This is an optimization exercise on Yosys and OpenROAD, whose aim is small area, not a production implementation. In this exercise RTL edits were held to simulation tests only and were not proved equivalent to the original. No activity file was given, so power comes from the tool's default toggle rates.

### design.v
module wb_regfile_hilo #(
    parameter int DATA_W = 32,
    parameter int ADDR_W = 5
) (
    input  logic              clk,
    input  logic              rst,
    input  logic              we,
    input  logic [ADDR_W-1:0] waddr,
    input  logic [DATA_W-1:0] wdata,
    input  logic              re1,
    input  logic [ADDR_W-1:0] raddr1,
    output logic [DATA_W-1:0] rdata1,
    input  logic              re2,
    input  logic [ADDR_W-1:0] raddr2,
    output logic [DATA_W-1:0] rdata2,
    input  logic              whilo,
    input  logic [DATA_W-1:0] hi_i,
    input  logic [DATA_W-1:0] lo_i,
    output logic [DATA_W-1:0] hi_o,
    output logic [DATA_W-1:0] lo_o
);
    localparam int NUM_REGS = 2 ** ADDR_W;
    logic [DATA_W-1:0] gpr [NUM_REGS];
    logic [DATA_W-1:0] hi_q;
    logic [DATA_W-1:0] lo_q;
    always_ff @(posedge clk) begin
        if (rst) begin
            for (int i = 0; i < NUM_REGS; i++) begin
                gpr[i] <= '0;
            end
        end else if (we && (waddr != '0)) begin
            gpr[waddr] <= wdata;
        end
    end
    always_ff @(posedge clk) begin
        if (rst) begin
            hi_q <= '0;
            lo_q <= '0;
        end else if (whilo) begin
            hi_q <= hi_i;
            lo_q <= lo_i;
        end
    end
    assign hi_o = hi_q;
    assign lo_o = lo_q;
    function automatic logic [DATA_W-1:0] read_port(
        input logic              rst_v,
        input logic              re,
        input logic [ADDR_W-1:0] raddr,
        input logic              we_v,
        input logic [ADDR_W-1:0] waddr_v,
        input logic [DATA_W-1:0] wdata_v,
        input logic [DATA_W-1:0] stored
    );
        logic [DATA_W-1:0] result;
        result = '0;
        if (rst_v || (raddr == '0) || !re) begin
            result = '0;
        end else if (we_v && (raddr == waddr_v)) begin
            result = wdata_v;
        end else begin
            result = stored;
        end
        read_port = result;
    endfunction
    always_comb begin
        rdata1 = '0;
        rdata1 = read_port(rst, re1, raddr1, we, waddr, wdata, gpr[raddr1]);
    end
    always_comb begin
        rdata2 = '0;
        rdata2 = read_port(rst, re2, raddr2, we, waddr, wdata, gpr[raddr2]);
    end
endmodule
### config.mk
export PLATFORM = sky130hd
export DESIGN_NAME = wb_regfile_hilo
export DESIGN_NICKNAME = wb_regfile_hilo
export VERILOG_FILES = /design/flow/design.v
export SDC_FILE = /design/flow/constraint.sdc
export NUM_CORES = 4
export LEC_CHECK = 0
export CAP_MARGIN = 20
export CORE_MARGIN = 2
export CORE_UTILIZATION = 50
export SLEW_MARGIN = 20
### constraint.sdc
create_clock -name core_clock -period 6.0 [get_ports {clk}]
set_input_delay 1.2000 -clock core_clock [delete_from_list [all_inputs] [get_ports {clk}]]
set_output_delay 1.2000 -clock core_clock [all_outputs]
set_load 0.01 [all_outputs]
### run.sh
#!/bin/bash
# synth_recipe.tcl (not shown) runs the flow's synth.tcl, then flattens the netlist and writes it again
# the make line also repeats each setting of config.mk as NAME=value (left out here)
make -C /OpenROAD-flow-scripts/flow DESIGN_CONFIG=/design/flow/config.mk WORK_HOME=/design/flow/orfs CLKGATE_MAP_FILE= SYNTH_SCRIPT=/design/flow/synth_recipe.tcl finish
==> run notes <==
## through the flow
stage / setup WS (ns) / hold slack, ns
CTS: 0.602 / 0.495
global placement: 0.482 / 0.471
detailed placement: 0.601 / 0.481
global route: 0.475 / 0.511
floorplan: 1.21 / 0.531
finish: 0.554 / 0.492
## kinds of logic (layout without fill, tap and decap cells)
| kind of cell | after synthesis | in the layout |
|---|---|---|
| flops | 1088 | 1088 |
| buf+inv | 427 | 656 |
| other cells | 1 | 37 |
| compound gates | 419 | 419 |
| simple gates | 1288 | 1288 |
| xor+xnor | 10 | 10 |
| mux | 801 | 801 |
## layout make-up
| class | instances | area (µm²) |
|---|---|---|
| Clock inverter | 50 | 448 |
| Antenna cell | 5 | 12.5 |
| Clock buffer | 160 | 3150 |
| Timing Repair Buffer | 444 | 4650 |
| Tap cell | 1512 | 1890 |
| Sequential cell | 1088 | 32000 |
| Fill cell | 8992 | 47800 |
| Multi-Input combinational cell | 2550 | 24500 |
| Inverter | 2 | 7.51 |
## power by group through the flow
stage                     Sequential [mW]  Clock (mW)  Combinational [mW]
after global routing                 8.98        7.37                2.40
after CTS                            8.92        7.09                2.29
after detailed placement             9.08           0                2.29
final                                8.93        7.06                2.31
after global placement               9.07           0                2.28
after floorplan                      9.03           0                1.33
## per-layer routing
layer	up-vias	global-route usage, %
met5	-	0
met4	2	13.2
met3	443	6.62
met2	2226	52.6
met1	19390	48.1
li1	15739	-
## flip-flops by register name (all words and copies together) (netlist names)
| signal | count |
|---|---|
| hi_q | 32 |
| gpr | 1024 |
| lo_q | 32 |
## how the worst max path moves through the flow
stage,slack (ns),depth (start not counted),startpoint,end
2_1_floorplan,1.21,6,waddr[2],gpr[12][0]
3_3_place_gp,0.48,7,waddr[4],rdata2[24]
3_5_place_dp,0.60,7,raddr2[0],rdata2[15]
4_1_cts,0.60,7,raddr2[0],rdata2[15]
5_1_grt,0.48,7,raddr2[0],rdata2[15]
6_report,0.55,8,raddr2[3],rdata2[30]
## cell usage in the layout, fill, tap and decap left out, drive strengths merged, types with 4 or more instances in the layout
cell type,count
nand2,67
nor3,32
edfxtp,1024
o21ai,34
nor2b,29
mux2i,416
a22o,6
clkdlybuf4s50,228
and2,994
a21oi,32
dfxtp,64
a211oi,55
conb,32
o221ai,32
bufinv,8
buf,216
clkinv,39
clkbuf,160
nor2,135
xnor2,10
o22ai,100
inv,4
a32o,31
mux4,385
o21bai,33
or3b,4
a22oi,63
a221o,25
nand3,9
nand3b,7
diode,5
## worst max-delay path, stage by stage
cell and delay, ns:
clkdlybuf4s50_1 0.57, clkinv_1 0.44, buf_4 0.38, nand2_1 0.08, o22ai_1 0.08, a2111oi_0 0.61, a22o_1 0.31, clkdlybuf4s50_1 0.56
## synth_stat cells (32+ instances only)
library cell     n
mux4_2         338
nor3_1          32
a22oi_1         63
nand2_1         67
buf_2           88
a211oi_1        55
o221ai_1        32
nor2_1         134
dfxtp_1         64
a21oi_1         32
clkbuf_1       276
and2_1         992
o21ai_0         33
o22ai_1        100
mux4_1          47
edfxtp_1      1024
mux2i_1        416
==> results_dict.tcl <==
set metrics [dict create \
    run_status "complete, no violations" \
    ctsResizeCount 0 \
    routabilityCongestion 0.858 \
    synthSimpleGateAreaFrac_pct 13.0 \
    critical_path_sink_type "output pin" \
    switchingPower_mw 4.60 \
    final_hold_viol_count 0 \
    clock_path_buffers 3 \
    netlist_top_cells_area "edfxtp_1, mux4_2, and2_1, mux2i_1, dfxtp_1" \
    via_per_inst 6.50 \
    hold_buffers 0 \
    grt_util_all_layers_pct 34.1 \
    synth.avg_cell_area_um2 14.3 \
    hp-start "lo_q[28]" \
    detailroute.via_count 37800 \
    power_leakage_nw 23.8 \
    final_area_um2 66700 \
    wl_met1_um 79300 \
    power_switching_share_pct 25.1 \
    final.period_utilization_pct 90.8 \
    effective_utilization_at_floorplan_pct 50.4 \
    drtPass1Iterations 5 \
    hold_path_depth 2 \
    largest_net_degree_at_the_start_of_global_routing 80 \
    total_power_mw 18.3 \
    synth_ff_type "edfxtp_1" \
    clk-insertion-delay-late_ns 0.71 \
    synthesis.area_um2 57700 \
    maxSlewHeadroom_pct 22.8 \
    cts_max_level 3 \
    placedInstanceArea_um2 63100 \
    dp.cells 5596 \
    met2RoutedLength_um 92200 \
    slew_viol_final 0 \
    timing.fmax_mhz 184 \
    setup.worst_path.start_class "input pin" \
    irDropWorstVdd_mv 0.227 \
    drc 0 \
    chipWidth_um 344 \
    required_ns 4.80 \
    timing_worst_slew_pin_value_ns 1.15 \
    power.combinational.fraction_pct 12.6 \
    power.density_nw_per_um2 274 \
    clock_tree.root_cell "clkbuf_16" \
    met3_wirelength_from_detailed_routing_um 21300 \
    post_synth_mux_area_share_pct 22.5 \
    finalSetupViolCount 0 \
    floorplan.io_pins 245 \
    die_footprint_um2 118000 \
    synth_area_leader_cell "edfxtp_1" \
    post-dp-hpwl_um 123000 \
    yosysUniqueCellTypes 50 \
    number_of_buffers_inserted_by_port_buffering 244 \
    drv.max_cap_violation_count 0 \
    synth_enable_flop_cells 1024 \
    floorplan.die.height_um 344 \
    synthCells 4034 \
    postRouteWirelength_um 201000 \
    synth_top_family_by_area "multiplexers" \
    detail-route-antenna-nets 0 \
    wl_per_cell_um 34.5 \
    hold_path.class "reg -> reg" \
    cts_buffer_count 118 \
    hold_path_end "lo_q[28]" \
    r2r_end "hi_q[18]" \
    synthDominantCellAreaShare_pct 53.3 \
    grt_first_pass_wirelength_um 283000 \
    syn_to_final_growth_pct 15.5 \
    critPathKind "in -> out" \
    flop_pwr_share_pct 48.8 \
    reg2reg_setup_slack_ns 5.35 \
    nets 4321 \
    floorplan.rows 124 \
    cts.sinks 1088 \
    path_max_fanout 7 \
    setup-tns-final_ns 0 \
    rsz0062_at_grt "no" \
    worst_setup_hold_path_clk_slew_ns 0.06 \
    route.top_layer_used "met5" \
    synthAdderAreaFrac_pct 0 \
    fp.coreArea_um2 115000 \
    timing.reg2reg.worst_path_depth 2 \
    clkPwrFrac_pct 38.6 \
    drt_iter0_markers 4950 \
    grt_pass1_vias 38034 \
    finalNonFillerCells 5811 \
    finalWorstPathRequiredPeriod_ns 5.45 \
    yosys_register_bits 1088 \
    post-route-util_pct 58.2 \
    cts_setup_buffers 0 \
    synthesis.yosys.warnings 1 \
    number_of_antenna_violations_at_the_first_check_in_global_routing 13 \
    ys_seq_area_share_pct 55.5 \
    tritoncts "done" \
    global_route.overflow_total 0 \
    reg2reg_from "hi_q[18]" \
    finClkSkew_ns 0 \
    layout_cells_sized_above_1_pct 18.3 \
    worstPathArrival_ns 4.25 \
    synth_compound_area_share_pct 5.35 \
    parity_gate_share_of_the_synthesized_area_counting_xor_and_xnor_cells_pct 0.152 \
    async_flop_share_pct 0 \
    internal_power_mw 13.7 \
]

-- afterwards: timing with drivers on the ports --
How much do the figures lean on ideal ports? The routed layout below was timed once more, with nothing changed but the port constraints. Step 1 sets driving cells, clkbuf_16 on the clock port and buf_2 on the other inputs (assumed; they add their load-dependent delay and slew). Step 2 times the ports against the registers' clock, not the clock port: input delays grow and output delays shrink by t, the midpoint of the rising clock arrivals with the driver on. Slacks: no drivers / after step 1 / after step 2; pairs: no drivers / after step 1.
shift t [ns]: 0.792
setup slack, ns: 0.554 / 0.514 / 0.514
worst setup path after step 2: input to output
slew at the worst register clock pin (ns): 0.07 / 0.07
pins driven straight from the clock port: 1
After both steps this run still meets setup and hold. For this run, drivers alone change the setup slack by -0.040 ns; drivers and shift together by -0.040 ns.
